Context: an optimization exercise on an open-source flow, tuned for small area, a short achievable clock period and few clock cycles. The choices shown serve that exercise and are no tape-out recipe. Only simulation tests tie the RTL to the original design; equivalence was not proved. Power figures rest on the tool's default switching activity, not on a simulated workload.

== run A ==
==> flow/design.v <==
module rbc_swap_mem (
  input  logic       clk,
  input  logic       rst,
  input  logic       wr_en,
  input  logic [4:0] wr_addr,
  input  logic [4:0] wr_one,
  input  logic [4:0] wr_zero,
  input  logic [4:0] rd_addr_a,
  output logic [4:0] rd_data_a,
  input  logic [4:0] rd_addr_b,
  output logic [4:0] rd_data_b
);
  logic [4:0] mem [32];
  always_ff @(posedge clk) begin
    for (int e = 0; e < 32; e++) begin
      if (rst || (wr_en && wr_addr == 5'(e))) begin
        for (int b = 0; b < 5; b++) begin
          mem[e][b] <= e[b] ? wr_one[b] : wr_zero[b];
        end
      end
    end
  end
  assign rd_data_a = mem[rd_addr_a];
  assign rd_data_b = mem[rd_addr_b];
endmodule
module rotor_byte_cipher (
  input  logic        clk,
  input  logic        rst,
  input  logic        cfg_we,
  input  logic [1:0]  cfg_index,
  input  logic [59:0] cfg_data,
  input  logic        byte_valid,
  output logic        byte_ready,
  input  logic        restart,
  input  logic [7:0]  data_in,
  output logic        code_valid,
  input  logic        code_ready,
  output logic [7:0]  data_out
);
  logic [159:0] keys;
  logic [2:0]   key_zero;    
  logic [4:0] v0, v1, vsum;
  logic [2:0] t0, t1, tsum;
  logic       dirty;         
  logic       sweeping;      
  logic       wr_v, wr_last;
  logic [4:0] wr_addr;
  logic [4:0] wr_one, wr_zero;   
  logic       sweep_done;    
  logic [2:0] trk_found, trk_done;
  logic [2:0][2:0] trk_gap;   
  logic [2:0] gsum;           
  logic       s1_v, s1_wait, s1_alt;
  logic [4:0] s1_x, s1_xr, s1_kv;
  logic [2:0] s1_t, s1_dh;
  logic       s2_v;
  logic [4:0] s2_a;
  logic [2:0] s2_h;
  logic       o1_v;
  logic [7:0] o1_d;
  logic       rdy;
  logic       rst_q;         
  logic [4:0] key_v, key_w, key_0, key_31, vsum_w;
  logic [4:0] tab_a, tab_b;
  logic       accept, take, s2_move, s1_move, wr_go, sweep_step;
  logic       gc1, gc2, tc1, tc2;
  logic [2:0] gadd;
  logic [2:0] hit;
  logic [2:0][2:0] gap;       
  logic       s1_v_n, s1_wait_n, s2_v_n, o0_v_n, o1_v_n;
  assign byte_ready = rdy;
  assign accept     = byte_valid && rdy;
  assign take       = code_valid && code_ready;
  assign s2_move    = s2_v && (!o1_v || take);
  assign s1_move    = s1_v && !s1_wait && (!s2_v || s2_move);
  assign wr_go      = wr_v && (!s2_v || !o1_v);
  assign sweep_step = sweeping && (!wr_v || wr_go);
  always_ff @(posedge clk) begin
    if (cfg_we && cfg_index == 2'd0) keys[59:0]    <= cfg_data;
    if (cfg_we && cfg_index == 2'd1) keys[119:60]  <= cfg_data;
    if (cfg_we && cfg_index == 2'd2) keys[159:120] <= cfg_data[39:0];
  end
  function automatic logic part_zero(input logic [4:0] i, input logic [2:0] z);
    part_zero = (i < 5'd12) ? z[0] : ((i < 5'd24) ? z[1] : z[2]);
  endfunction
  assign vsum_w = ~vsum;
  assign key_v  = part_zero(vsum, key_zero)   ? 5'd0 : keys[vsum*5 +: 5];
  assign key_w  = part_zero(vsum_w, key_zero) ? 5'd0 : keys[vsum_w*5 +: 5];
  assign key_0  = key_zero[0] ? 5'd0 : keys[4:0];
  assign key_31 = key_zero[2] ? 5'd0 : keys[159:155];
  always_comb begin
    for (int k = 0; k < 3; k++) begin
      gap[k] = trk_done[k] ? trk_gap[k] : 3'd0;
      hit[k] = (wr_addr == 5'(k)) || (wr_addr == 5'(31 - k));
    end
    gadd = '0;
    for (int k = 0; k < 3; k++) begin
      if (hit[k] && trk_found[k] && !trk_done[k]) begin
        gadd = gadd | trk_gap[k];
      end
    end
  end
  assign gc1  = (gap[0] == 3'd7);
  assign gc2  = gc1 && (gap[1] == 3'd7);
  assign tc1  = (t0 == 3'd7);
  assign tc2  = tc1 && (t1 == 3'd7);
  assign s1_v_n    = accept || (s1_v && !s1_move);
  assign s1_wait_n = (accept && restart && dirty) || (s1_wait && !sweep_done);
  assign s2_v_n    = s1_move || (s2_v && !s2_move);
  assign o0_v_n    = take ? (o1_v || s2_move) : (code_valid || s2_move);
  assign o1_v_n    = take ? (o1_v && s2_move) : (o1_v || (code_valid && s2_move));
  rbc_swap_mem u_swap_mem (
    .clk       (clk),
    .rst       (rst_q),
    .wr_en     (wr_go),
    .wr_addr   (wr_addr),
    .wr_one    (wr_one),
    .wr_zero   (wr_zero),
    .rd_addr_a (data_in[4:0]),
    .rd_data_a (tab_a),
    .rd_addr_b (s2_a),
    .rd_data_b (tab_b)
  );
  always_ff @(posedge clk) begin
    rst_q <= rst;
  end
  always_ff @(posedge clk) begin
    if (rst) begin
      key_zero   <= '1;
      dirty      <= 1'b1;
      sweeping   <= 1'b0;
      wr_v       <= 1'b0;
      sweep_done <= 1'b0;
      s1_v       <= 1'b0;
      s1_wait    <= 1'b0;
      s2_v       <= 1'b0;
      code_valid <= 1'b0;
      o1_v       <= 1'b0;
      rdy        <= 1'b0;
      wr_one     <= '1;
      wr_zero    <= '0;
      v0         <= '0;
      v1         <= '0;
      vsum       <= '0;
      t0         <= '0;
      t1         <= '0;
      tsum       <= '0;
    end else begin
      if (take) begin
        if (o1_v) begin
          data_out <= o1_d;
          o1_v     <= s2_move;
          o1_d     <= {s2_h, tab_b};
        end else begin
          code_valid <= s2_move;
          data_out   <= {s2_h, tab_b};
        end
      end else if (s2_move) begin
        if (!code_valid) begin
          code_valid <= 1'b1;
          data_out   <= {s2_h, tab_b};
        end else begin
          o1_v <= 1'b1;
          o1_d <= {s2_h, tab_b};
        end
      end
      if (s1_move) begin
        s2_v <= 1'b1;
        s2_a <= (s1_alt ? s1_xr : s1_x) + s1_kv;
        s2_h <= s1_dh + s1_t;
      end else if (s2_move) begin
        s2_v <= 1'b0;
      end
      if (accept) begin
        s1_v   <= 1'b1;
        s1_x   <= tab_a;
        s1_dh  <= data_in[7:5];
        s1_alt <= 1'b0;
        if (restart) begin
          s1_kv <= key_0;
          v0    <= 5'd1;
          v1    <= 5'd0;
          vsum  <= 5'd1;
          if (dirty) begin
            s1_wait   <= 1'b1;
            s1_alt    <= 1'b1;
            s1_xr     <= data_in[4:0];
            sweeping  <= 1'b1;
            wr_v      <= 1'b1;
            wr_last   <= 1'b0;
            wr_addr   <= key_0;
            wr_one    <= key_31;
            wr_zero   <= key_31;
            trk_found <= '0;
            trk_done  <= '0;
            trk_gap   <= '0;
            gsum      <= '0;
          end else begin
            s1_t <= gsum;
            t0   <= gap[0] + 3'd1;
            t1   <= gap[1] + 3'(gc1);
            tsum <= gsum + 3'd1 + 3'(gc1) + 3'(gc2);
          end
        end else begin
          s1_kv <= key_v;
          s1_t  <= tsum;
          v0    <= v0 + 5'd1;
          v1    <= v1 + 5'(v0 == 5'd31);
          vsum  <= vsum + 5'd1 + 5'(v0 == 5'd31) + 5'(v0 == 5'd31 && v1 == 5'd31);
          t0    <= t0 + 3'd1;
          t1    <= t1 + 3'(tc1);
          tsum  <= tsum + 3'd1 + 3'(tc1) + 3'(tc2);
        end
      end else if (s1_move) begin
        s1_v <= 1'b0;
      end
      if (wr_go) begin
        wr_v <= 1'b0;
        gsum <= gsum + gadd;
        for (int k = 0; k < 3; k++) begin
          if (hit[k]) begin
            trk_found[k] <= 1'b1;
            if (!trk_found[k]) begin
              trk_gap[k] <= 3'd1;
            end else begin
              trk_done[k] <= 1'b1;
            end
          end else if (trk_found[k] && !trk_done[k]) begin
            trk_gap[k] <= trk_gap[k] + 3'd1;
          end
        end
      end
      if (sweep_step) begin
        wr_v    <= 1'b1;
        wr_addr <= key_v;
        wr_one  <= key_w;
        wr_zero <= key_w;
        wr_last <= (vsum == 5'd31);
        if (vsum == 5'd31) begin
          sweeping <= 1'b0;
          vsum     <= 5'd1;
        end else begin
          vsum     <= vsum + 5'd1;
        end
      end
      sweep_done <= wr_go && wr_last;
      if (wr_go && wr_last) begin
        s2_a <= s1_xr;
      end
      if (sweep_done) begin
        dirty   <= 1'b0;
        s1_wait <= 1'b0;
        s1_xr   <= tab_b;
        s1_t    <= gsum;
        t0      <= gap[0] + 3'd1;
        t1      <= gap[1] + 3'(gc1);
        tsum    <= gsum + 3'd1 + 3'(gc1) + 3'(gc2);
      end
      if (cfg_we && cfg_index != 2'd3) begin
        dirty <= 1'b1;
        key_zero[cfg_index] <= 1'b0;
      end
      rdy <= rst_q || (!(s1_v_n && s2_v_n && o0_v_n && o1_v_n) && !s1_wait_n);
    end
  end
endmodule
Settings: LEC_CHECK=0, ABC_AREA=1, CAP_MARGIN=20, CORE_MARGIN=2, CORE_UTILIZATION=40, CTS_CLUSTER_DIAMETER=100, CTS_CLUSTER_SIZE=24, PLACE_DENSITY=0.6, SETUP_SLACK_MARGIN=3.5, SLEW_MARGIN=20; clock period 6.0 ns.
standard.sh (not shown) runs the stock make flow with config.mk's settings and CLKGATE_MAP_FILE= SYNTH_SCRIPT=/design/flow/synth_recipe.tcl, a recipe that flattens the netlist after the stock synthesis.
==> flow/flow/run.sh <==
#!/bin/bash
# layout flow: the standard flow, with plain buffers on the ports (instead of
# the delay cells buffer_ports picks by default) and resizing not tied to footprints
bash standard.sh MATCH_CELL_FOOTPRINT=0 "BUFFER_PORTS_ARGS=-buffer_cell sky130_fd_sc_hd__buf_2" finish > standard.log 2>&1
Testbench counts of run A, summed over its fixed seeds: cycles 12,417.
> inputs changed (run A -> run B)
- changing SETUP_SLACK_MARGIN from 3.5 to 3.6
- changing PLACE_DENSITY from 0.6 to 0.55
--- outcome ---
Routability congestion estimate from global placement in run B vs run A: down 5.6%. When run B is set beside run A, its initial antenna violation count turns out to be 1 larger. Comparing the two runs side by side, run B comes out ahead of run A on register-to-register setup slack.

---

Starts from the design.v that is shown in full above.
export LEC_CHECK = 0
export ABC_AREA = 1
export CAP_MARGIN = 5
export CORE_MARGIN = 2
export CORE_UTILIZATION = 40
export CTS_CLUSTER_DIAMETER = 100
export CTS_CLUSTER_SIZE = 24
export PLACE_DENSITY = 0.6
export SETUP_SLACK_MARGIN = 3.6
export SLEW_MARGIN = 5
create_clock -name core_clock -period 6.0 [get_ports {clk}]
Scripts as last shown in full above: flow/flow/run.sh
The first run finished clean.
Testbench counts at the start, summed over its fixed seeds: cycles 12,417.
Edit:
--- a/flow/config.mk
+++ b/flow/config.mk
@@ -9 +9 @@
-export CAP_MARGIN = 5
+export CAP_MARGIN = 20
@@ -14 +14 @@
-export PLACE_DENSITY = 0.6
+export PLACE_DENSITY = 0.65
@@ -16 +16 @@
-export SLEW_MARGIN = 5
+export SLEW_MARGIN = 20
Critical path depth does not change; worst setup slack barely changes; final cell count hardly moves; cell area is higher by 0.51%; sequential cell count does not change; die area does not change; global-route usage is lower by 0.17 points.
Edit:
--- a/flow/config.mk
+++ b/flow/config.mk
@@ -8 +7,0 @@
-export ABC_AREA = 1
@@ -14 +13 @@
-export PLACE_DENSITY = 0.65
+export PLACE_DENSITY = 0.6
Cell area climbs by 3.2%.
Flip-flop and latch count does not change.
Synthesized cell count shrinks by 29%.
Via count goes down by 7.1%.
Maximum frequency drops by 11%.
Final cell count shrinks by 21%.
Combinational power climbs by 5.7%.
Count of clock-buffer cells in the layout grows by 3.
Edit:
--- a/flow/config.mk
+++ b/flow/config.mk
@@ -7,0 +8 @@
+export ABC_AREA = 1
=> Die area climbs by 0.42%. Non-clock buffer count drops by 68. Synthesized area climbs by 0.43%. Total power drops by 4.1%. Setup slack is better by 0.34 ns. Synthesized cell count climbs by 40%. Wire length drops by 17%. Clock skew drops by 0.0056 ns. Utilization drops by 1.7 points.

---

## job 7528
rotor_byte_cipher, a different RTL version from the one above (not shown whole).
For scale: ~430 flip-flops, roughly 86 I/O pins, ~22000 um2 of cells after synthesis.
Design rotor_byte_cipher, start of the top module:
module rotor_byte_cipher (
  input  logic        clk,
  input  logic        rst,
  input  logic        cfg_we,
  input  logic [1:0]  cfg_index,
  input  logic [59:0] cfg_data,
  input  logic        byte_valid,
  output logic        byte_ready,
  input  logic        restart,
  input  logic [7:0]  data_in,
  output logic        code_valid,
  input  logic        code_ready,
  output logic [7:0]  data_out
);
Settings: LEC_CHECK=0, ABC_AREA=1, CAP_MARGIN=20, CORE_MARGIN=2, CORE_UTILIZATION=40, CTS_BUF_LIST=sky130_fd_sc_hd__clkbuf_8, CTS_CLUSTER_DIAMETER=60, CTS_CLUSTER_SIZE=14, PLACE_DENSITY=0.6, SETUP_SLACK_MARGIN=3.6, SLEW_MARGIN=20; clock period 6.0 ns.
run.sh (not shown) runs the stock make flow with config.mk's settings and CLKGATE_MAP_FILE= SYNTH_SCRIPT=/design/flow/synth_recipe.tcl, a recipe that flattens the netlist after the stock synthesis.
Stock flow here: none of the scripts above is used.
Testbench counts of job 7528, summed over its fixed seeds: cycles 12,417.
The inputs of job 8679 differ from those of job 7528 as listed below.
# job 7528
export LEC_CHECK = 0
export ABC_AREA = 1
export CAP_MARGIN = 20
export CORE_MARGIN = 2
export CORE_UTILIZATION = 40
export CTS_BUF_LIST = sky130_fd_sc_hd__clkbuf_8
export CTS_CLUSTER_DIAMETER = 60
export CTS_CLUSTER_SIZE = 14
export PLACE_DENSITY = 0.6
export SETUP_SLACK_MARGIN = 3.6
export SLEW_MARGIN = 20
create_clock -name core_clock -period 6.0 [get_ports {clk}]
# job 8679
export LEC_CHECK = 0
export ABC_AREA = 1
export CAP_MARGIN = 20
export CORE_MARGIN = 2
export CORE_UTILIZATION = 40
export CTS_CLUSTER_DIAMETER = 100
export CTS_CLUSTER_SIZE = 30
export PLACE_DENSITY = 0.6
export SETUP_SLACK_MARGIN = 3.6
export SLEW_MARGIN = 20
create_clock -name core_clock -period 6.0 [get_ports {clk}]
Notes after the runs:
Job 8679 closes out successfully: all stages finished, all timing, DRC and antenna checks passed. The run with more setup slack is job 7528; job 8679 has less. Between job 7528 and job 8679, the routability congestion estimate does not differ in any meaningful way. Compared job 8679 vs job 7528, and wire length on met1 is down in job 8679. In job 8679 the total chip power turned out 3.6% lower than in job 7528. In the tables for job 8679 and job 7528, met2 track demand over resource in global routing reads higher with job 7528. Going from job 7528 to job 8679, minimum clock period after layout grows by 0.017 ns. Power density over the cells is higher on job 7528. Diff job 7528 -> job 8679: cell area fell by about 0.7%; register fraction of the total cell area went up; clock power share went down; depth of the most critical reg-to-reg path +1.

---

rotor_byte_cipher again, from the RTL that the note above started with.
clock: 6.0 ns
lec_check: 0
abc_area: 1
cap_margin: 20
core_margin: 2
core_utilization: 55
cts_cluster_diameter: 100
cts_cluster_size: 30
place_density: 0.7
setup_slack_margin: 3.6
slew_margin: 20
Testbench counts at the start, summed over its fixed seeds: cycles 12,417.
Rerun with:
==> flow/flow/run.sh (new file) <==
#!/bin/bash
# layout flow: the standard flow, with plain buffers on the ports (instead of
# the delay cells buffer_ports picks by default) and resizing not tied to footprints
bash standard.sh MATCH_CELL_FOOTPRINT=0 "BUFFER_PORTS_ARGS=-buffer_cell sky130_fd_sc_hd__buf_2" finish > standard.log 2>&1
==> flow/standard.sh (new file) <==
#!/bin/bash
# synth_recipe.tcl (not shown) runs the flow's synth.tcl, then flattens the netlist and writes it again
# the make line also repeats each setting of config.mk as NAME=value (left out here)
make -C /OpenROAD-flow-scripts/flow DESIGN_CONFIG=/design/flow/config.mk WORK_HOME=/design/flow/orfs CLKGATE_MAP_FILE= SYNTH_SCRIPT=/design/flow/synth_recipe.tcl "${@:-finish}"
- CORE_UTILIZATION: 55 -> 40
- PLACE_DENSITY: 0.7 -> 0.6
removed: flow/run.sh
Effect:
- count of clock-buffer cells in the layout falls by 3
- power rises by 0.91%
- critical path depth rises by 3
- setup slack gets better by 0.025 ns
Rerun with:
==> flow/run.sh (new file) <==
#!/bin/bash
# synth_recipe.tcl (not shown) runs the flow's synth.tcl, then flattens the netlist and writes it again
# the make line also repeats each setting of config.mk as NAME=value (left out here)
make -C /OpenROAD-flow-scripts/flow DESIGN_CONFIG=/design/flow/config.mk WORK_HOME=/design/flow/orfs CLKGATE_MAP_FILE= SYNTH_SCRIPT=/design/flow/synth_recipe.tcl finish
- CTS_CLUSTER_DIAMETER: 100 -> default
- CTS_CLUSTER_SIZE: 30 -> default
removed: flow/flow/run.sh
removed: flow/standard.sh
The changed run finished with timing, DRC and antenna clean.
Maximum frequency drops by 1.3%.
Worst setup slack is worse by 0.032 ns.
Area after synthesis stays the same.
Total power climbs by 22%.
Global-route usage climbs by 1.0 points.
Sequential power barely changes.
First-iteration DRC count climbs by 2.7%.
Rerun with:
==> flow/flow/run.sh (new file) <==
#!/bin/bash
# layout flow: the standard flow, with plain buffers on the ports (instead of
# the delay cells buffer_ports picks by default) and resizing not tied to footprints
bash standard.sh MATCH_CELL_FOOTPRINT=0 "BUFFER_PORTS_ARGS=-buffer_cell sky130_fd_sc_hd__buf_2" finish > standard.log 2>&1
==> flow/standard.sh (new file) <==
#!/bin/bash
# synth_recipe.tcl (not shown) runs the flow's synth.tcl, then flattens the netlist and writes it again
# the make line also repeats each setting of config.mk as NAME=value (left out here)
make -C /OpenROAD-flow-scripts/flow DESIGN_CONFIG=/design/flow/config.mk WORK_HOME=/design/flow/orfs CLKGATE_MAP_FILE= SYNTH_SCRIPT=/design/flow/synth_recipe.tcl "${@:-finish}"
- CTS_CLUSTER_DIAMETER: default -> 100
- CTS_CLUSTER_SIZE: default -> 24
removed: flow/run.sh
Clock power decreases by 42%.
Die area does not change.
Register-to-register slack hardly moves.
Hold slack is better by 0.014 ns.
Cell count decreases by 2.0%.
Maximum frequency hardly moves.
Global-route usage decreases by 0.99 points.
Non-clock buffer count decreases by 21.
Rerun with:
- CTS_CLUSTER_DIAMETER: 100 -> default
- CTS_CLUSTER_SIZE: 24 -> default
The changed run ran to the end with no violations.
Clock skew went down by 0.0037 ns.
Count of clock-buffer cells in the layout went up by 26.
Setup slack hardly moves.
Cell count went up slightly.
Combinational power went down slightly.
First-iteration DRC count went down by a few percent.
Via count went up slightly.
Global-route usage went up by 0.31 points.
Power went up by about a fifth.
Design area went up by a few percent.
Sequential share of layout area went down by 1.6 points.
Rerun with:
- CTS_CLUSTER_DIAMETER: default -> 100
- CTS_CLUSTER_SIZE: default -> 24
- SETUP_SLACK_MARGIN: 3.6 -> 3.8
Outcome: The new run produced a clean layout. Worst setup slack gets worse by 0.0060 ns. Design area climbs by 1.4%. Critical path depth drops by 1. Clock-buffer cell count drops by 26. Cell count climbs by 0.37%.

## re-timing with driven ports
The flow's constraints put no driver on any port. The routed layouts listed below were extracted and timed again, unchanged, in two steps. Step 1 assumes that a clkbuf_16 drives the clock port and a buf_2 every other input. Step 2 times the ports against the registers' clock, not the clock port: input delays grow and output delays shrink by t, the midpoint of the rising clock arrivals with the driver on. Three values: ideal ports, drivers, drivers and shift; two values: the first two.
run | shift t [ns] | setup slack, ns | worst register clock-pin slew, ns
run A | 0.637 | 3.486 / 3.486 / 2.994 | 0.10 / 0.10
run B | 0.623 | 3.595 / 3.595 / 2.981 | 0.11 / 0.11
the first run of note 2 | 0.635 | 3.608 / 3.578 / 2.944 | 0.11 / 0.11
the second run of note 2 | 0.641 | 3.607 / 3.562 / 3.039 | 0.10 / 0.10
the third run of note 2 | 0.645 | 3.306 / 3.306 / 2.939 | 0.11 / 0.11
the fourth run of note 2 | 0.639 | 3.642 / 3.582 / 3.062 | 0.10 / 0.10
job 7528 | 0.678 | 3.614 / 3.571 / 2.975 | 0.10 / 0.10
job 8679 | 0.626 | 3.596 / 3.583 / 3.008 | 0.12 / 0.12
the first run of note 4 | 0.609 | 3.572 / 3.588 / 2.995 | 0.12 / 0.12
the second run of note 4 | 0.623 | 3.597 / 3.597 / 3.009 | 0.12 / 0.12
the third run of note 4 | 0.651 | 3.566 / 3.566 / 3.009 | 0.06 / 0.06
the fourth run of note 4 | 0.623 | 3.560 / 3.560 / 3.070 | 0.10 / 0.10
the fifth run of note 4 | 0.638 | 3.562 / 3.562 / 3.070 | 0.06 / 0.06
the sixth run of note 4 | 0.628 | 3.556 / 3.556 / 3.234 | 0.10 / 0.10
After both steps every run listed still meets setup and hold. For the first run of note 2, which loses most, drivers alone change the setup slack by -0.030 ns; drivers and shift together by -0.664 ns.
